What follows belongs to an exercise in optimizing a design on an open flow for small area; a production flow would make more cautious choices.
RTL that was checked went through simulation tests only; none was proved equivalent to the original.
Power figures rest on the tool's default switching activity, not on a simulated workload.

Design pipe_reg_file, start of the top module:
module pipe_reg_file #(
    parameter int unsigned DATA_W   = 32'd32,
    parameter int unsigned ADDR_W   = 32'd5,
    parameter int unsigned NUM_RD   = 32'd2,
    parameter int unsigned ZERO_REG = 32'd1
) (
    input  logic                       clock,
    input  logic                       reset,
    input  logic [NUM_RD*ADDR_W-1:0]   rd_addr,
    output logic [NUM_RD*DATA_W-1:0]   rd_data,
    output logic [NUM_RD-1:0]          rd_busy,
    input  logic                       wr_enable,
    input  logic [ADDR_W-1:0]          wr_addr,
    input  logic [DATA_W-1:0]          wr_data,
    input  logic                       issue_valid,
    input  logic [ADDR_W-1:0]          issue_addr,
    output logic [ADDR_W:0]            busy_count
);
    localparam int unsigned DEPTH = 32'd1 << ADDR_W;    
    logic [DEPTH-1:1][DATA_W-1:0] regs_r;
    logic [DEPTH-1:1][DATA_W-1:0] regs_next_s;
    logic [DEPTH-1:1]  busy_r;
    logic [ADDR_W:0]   busy_count_r;
    logic              wr_ok_s;
    logic              iss_ok_s;
    logic              reset_n_s;
    logic              iss_en_s;      
    logic [3:0]        wlo_n_s, ilo_n_s;    
    logic [7:0]        whi_n_s, ihi_n_s;    
    logic [DEPTH-1:1]  iss_dec_s;    
    logic [DEPTH-1:1]  ld_s;         
    logic [DEPTH-1:1]  ld_n_s;
    logic [DATA_W-1:0] ld_data_s;    
    logic [DEPTH-1:1]  busy_next_s;
    logic              wr_was_busy_s;
    logic              iss_was_busy_s;
    logic              cnt_inc_s;
    logic              cnt_dec_s;
    always_comb begin
        wr_ok_s   = wr_enable   && (wr_addr    != '0);
        iss_ok_s  = issue_valid && (issue_addr != '0);
        reset_n_s = !reset;
        iss_en_s  = issue_valid && !reset;
        for (int j = 0; j < 4; j++) begin
            wlo_n_s[j] = !(wr_addr[1:0]    == 2'(j));
  ...
Size: ~3400 cells after synthesis, ~1000 flip-flops, roughly 130 I/O pins, ~0.040 mm² of cells after synthesis.
==> flow/config.mk <==
export PLATFORM = sky130hd
export DESIGN_NAME = pipe_reg_file
export DESIGN_NICKNAME = pipe_reg_file
export VERILOG_FILES = /design/flow/design.v
export SDC_FILE = /design/flow/constraint.sdc
export NUM_CORES = 4
export LEC_CHECK = 0
export CAP_MARGIN = 0
export CORE_MARGIN = 2
export CORE_UTILIZATION = 45
export CTS_BUF_LIST = sky130_fd_sc_hd__clkbuf_16
export CTS_CLUSTER_DIAMETER = 80
export CTS_CLUSTER_SIZE = 28
export SLEW_MARGIN = 0
export SYNTH_HIERARCHICAL = 1
export SYNTH_MINIMUM_KEEP_SIZE = 0
==> flow/constraint.sdc <==
create_clock -name core_clock -period 8.0 [get_ports {clock}]
set_input_delay 1.6000 -clock core_clock [delete_from_list [all_inputs] [get_ports {clock}]]
set_output_delay 1.6000 -clock core_clock [all_outputs]
set_load 0.01 [all_outputs]
standard.sh (not shown) runs the stock make flow with config.mk's settings and CLKGATE_MAP_FILE= SYNTH_SCRIPT=/design/flow/synth_recipe.tcl, a recipe that flattens the netlist after the stock synthesis.
==> flow/flow/run.sh <==
#!/bin/bash
set -e
export BUFFER_PORTS_ARGS="-buffer_cell sky130_fd_sc_hd__buf_1"
bash standard.sh > standard.log 2>&1
Change:
==> flow/flow/run.sh (replaced) <==
#!/bin/bash
set -e
export BUFFER_PORTS_ARGS="-buffer_cell sky130_fd_sc_hd__buf_1"
export CTS_ARGS="-sink_clustering_enable -repair_clock_nets -sink_clustering_size 28 -sink_clustering_max_diameter 80 -buf_list sky130_fd_sc_hd__clkbuf_16 -dont_use_dummy_load"
bash standard.sh > standard.log 2>&1
Worst hold slack is about the same.
Final cell count fell slightly.
Worst setup slack degrades by 0.041 ns.
Routed wire length hardly moves.
Non-clock buffer count does not change.
Core utilization fell by 0.53 points.
Via count fell slightly.
Maximum frequency fell slightly.
Count of clock-buffer cells in the layout fell by 3.
Clock skew rose by 0.013 ns.
No run of this note included a check of the RTL's function; only the layout flow was run.


pipe_reg_file, a different RTL version from the one above (not shown whole).
Size: roughly 3,500 cells after synthesis, about 1,000 flip-flops.
// pipe_reg_file
module pipe_reg_file #(
    parameter int unsigned DATA_W   = 32'd32,
    parameter int unsigned ADDR_W   = 32'd5,
    parameter int unsigned NUM_RD   = 32'd2,
    parameter int unsigned ZERO_REG = 32'd1
) (
    input  logic                       clock,
    input  logic                       reset,
    input  logic [NUM_RD*ADDR_W-1:0]   rd_addr,
    output logic [NUM_RD*DATA_W-1:0]   rd_data,
    output logic [NUM_RD-1:0]          rd_busy,
    input  logic                       wr_enable,
    input  logic [ADDR_W-1:0]          wr_addr,
    input  logic [DATA_W-1:0]          wr_data,
    input  logic                       issue_valid,
    input  logic [ADDR_W-1:0]          issue_addr,
    output logic [ADDR_W:0]            busy_count
);
==> flow/config.mk <==
export PLATFORM = sky130hd
export DESIGN_NAME = pipe_reg_file
export DESIGN_NICKNAME = pipe_reg_file
export VERILOG_FILES = /design/flow/design.v
export SDC_FILE = /design/flow/constraint.sdc
export NUM_CORES = 4
export LEC_CHECK = 0
export CAP_MARGIN = 0
export CORE_MARGIN = 2
export CORE_UTILIZATION = 45
export CTS_BUF_LIST = sky130_fd_sc_hd__clkbuf_16
export CTS_CLUSTER_DIAMETER = 80
export CTS_CLUSTER_SIZE = 28
export SLEW_MARGIN = 0
export SYNTH_HIERARCHICAL = 1
export SYNTH_MINIMUM_KEEP_SIZE = 0
==> flow/constraint.sdc <==
create_clock -name core_clock -period 8.0 [get_ports {clock}]
set_input_delay 1.6000 -clock core_clock [delete_from_list [all_inputs] [get_ports {clock}]]
set_output_delay 1.6000 -clock core_clock [all_outputs]
set_load 0.01 [all_outputs]
==> flow/flow/run.sh <==
#!/bin/bash
set -e
export BUFFER_PORTS_ARGS="-buffer_cell sky130_fd_sc_hd__buf_1"
export CTS_ARGS="-sink_clustering_enable -repair_clock_nets -sink_clustering_size 40 -sink_clustering_max_diameter 60 -buf_list sky130_fd_sc_hd__clkbuf_16 -dont_use_dummy_load"
bash standard.sh > standard.log 2>&1
Then changed:
==> flow/run.sh (new file) <==
#!/bin/bash
# synth_recipe.tcl (not shown) runs the flow's synth.tcl, then flattens the netlist and writes it again
# the make line also repeats each setting of config.mk as NAME=value (left out here)
make -C /OpenROAD-flow-scripts/flow DESIGN_CONFIG=/design/flow/config.mk WORK_HOME=/design/flow/orfs CLKGATE_MAP_FILE= SYNTH_SCRIPT=/design/flow/synth_recipe.tcl finish
--- a/flow/config.mk
+++ b/flow/config.mk
@@ -11,3 +11,3 @@
-export CTS_BUF_LIST = sky130_fd_sc_hd__clkbuf_16
-export CTS_CLUSTER_DIAMETER = 80
-export CTS_CLUSTER_SIZE = 28
+export CTS_BUF_LIST = sky130_fd_sc_hd__clkbuf_4
+export CTS_CLUSTER_DIAMETER = 40
+export CTS_CLUSTER_SIZE = 10
removed: flow/flow/run.sh
removed: flow/standard.sh
The changed run completed with no timing, DRC or antenna violations; final area rises by a few percent; clock skew rises by 39 ps; count of clock-buffer cells in the layout rises by 99; worst setup slack got worse by 540 ps; cell count rises by a few percent; register-to-register slack got worse by 220 ps; die area stays the same.
Then changed:
==> flow/flow/run.sh (new file) <==
#!/bin/bash
set -e
export BUFFER_PORTS_ARGS="-buffer_cell sky130_fd_sc_hd__buf_1"
export CTS_ARGS="-sink_clustering_enable -repair_clock_nets -sink_clustering_size 28 -sink_clustering_max_diameter 80 -buf_list sky130_fd_sc_hd__clkbuf_16 -dont_use_dummy_load"
bash standard.sh > standard.log 2>&1
==> flow/standard.sh (new file) <==
#!/bin/bash
# synth_recipe.tcl (not shown) runs the flow's synth.tcl, then flattens the netlist and writes it again
# the make line also repeats each setting of config.mk as NAME=value (left out here)
make -C /OpenROAD-flow-scripts/flow DESIGN_CONFIG=/design/flow/config.mk WORK_HOME=/design/flow/orfs CLKGATE_MAP_FILE= SYNTH_SCRIPT=/design/flow/synth_recipe.tcl "${@:-finish}"
--- a/flow/config.mk
+++ b/flow/config.mk
@@ -8 +8 @@
-export CAP_MARGIN = 0
+export CAP_MARGIN = 10
@@ -11,4 +11,5 @@
-export CTS_BUF_LIST = sky130_fd_sc_hd__clkbuf_4
-export CTS_CLUSTER_DIAMETER = 40
-export CTS_CLUSTER_SIZE = 10
-export SLEW_MARGIN = 0
+export CTS_BUF_LIST = sky130_fd_sc_hd__clkbuf_16
+export CTS_CLUSTER_DIAMETER = 80
+export CTS_CLUSTER_SIZE = 28
+export PLACE_DENSITY = 0.8
+export SLEW_MARGIN = 10
removed: flow/run.sh
Die area is unchanged.
Clock power is lower by a quarter to a third.
Routed wire length is lower by roughly a tenth.
Core utilization shrinks by 2.4 points.
Then changed:
--- a/flow/config.mk
+++ b/flow/config.mk
@@ -8 +8 @@
-export CAP_MARGIN = 10
+export CAP_MARGIN = 0
@@ -14,2 +14 @@
-export PLACE_DENSITY = 0.8
-export SLEW_MARGIN = 10
+export SLEW_MARGIN = 0
Wire length went up by a little under a tenth. Die area is unchanged. Final cell count went up slightly. First-iteration DRC count went down by about a fifth. Hold slack hardly moves. Count of clock-buffer cells in the layout went up by 5. Sequential share of layout area went down by 0.43 points. Sequential power is about the same. Synthesized cell count does not change.

[static timing again, ports no longer ideal]
The flow's constraints put no driver on any port. The routed layouts listed below were extracted and timed again, unchanged, in two steps. Step 1: set_driving_cell puts a clkbuf_16 on clock and a buf_2 on each other input, an assumption about the parent block. Step 2 adds t to the input delays and takes it off the output delays; t is the mean of the earliest and latest rising clock arrival at the registers after step 1. Input paths then give back, and output paths get back, about the clock's delay inside the block. Three values: no drivers, after step 1, after step 2; two values: the first two.
run	t (ns)	slack for setup (ns)	worst setup path at the end	worst slew at a driven data input, ns
the first run of note 1	0.740	1.543 / 1.520 / 1.520	input to output	0.07
the second run of note 1	0.729	1.502 / 1.479 / 1.479	input to output	0.07
the first run of note 2	0.719	1.265 / 1.237 / 1.237	input to output	0.04
the second run of note 2	1.127	0.722 / 0.701 / 0.701	input to output	0.05
the third run of note 2	0.699	1.428 / 1.312 / 1.312	input to output	0.11
the fourth run of note 2	0.700	1.258 / 1.230 / 1.230	input to output	0.04
After both steps every run listed still meets setup and hold. The setup slack of the third run of note 2, which loses most, moves by -0.116 ns with the drivers and by -0.116 ns with both steps.
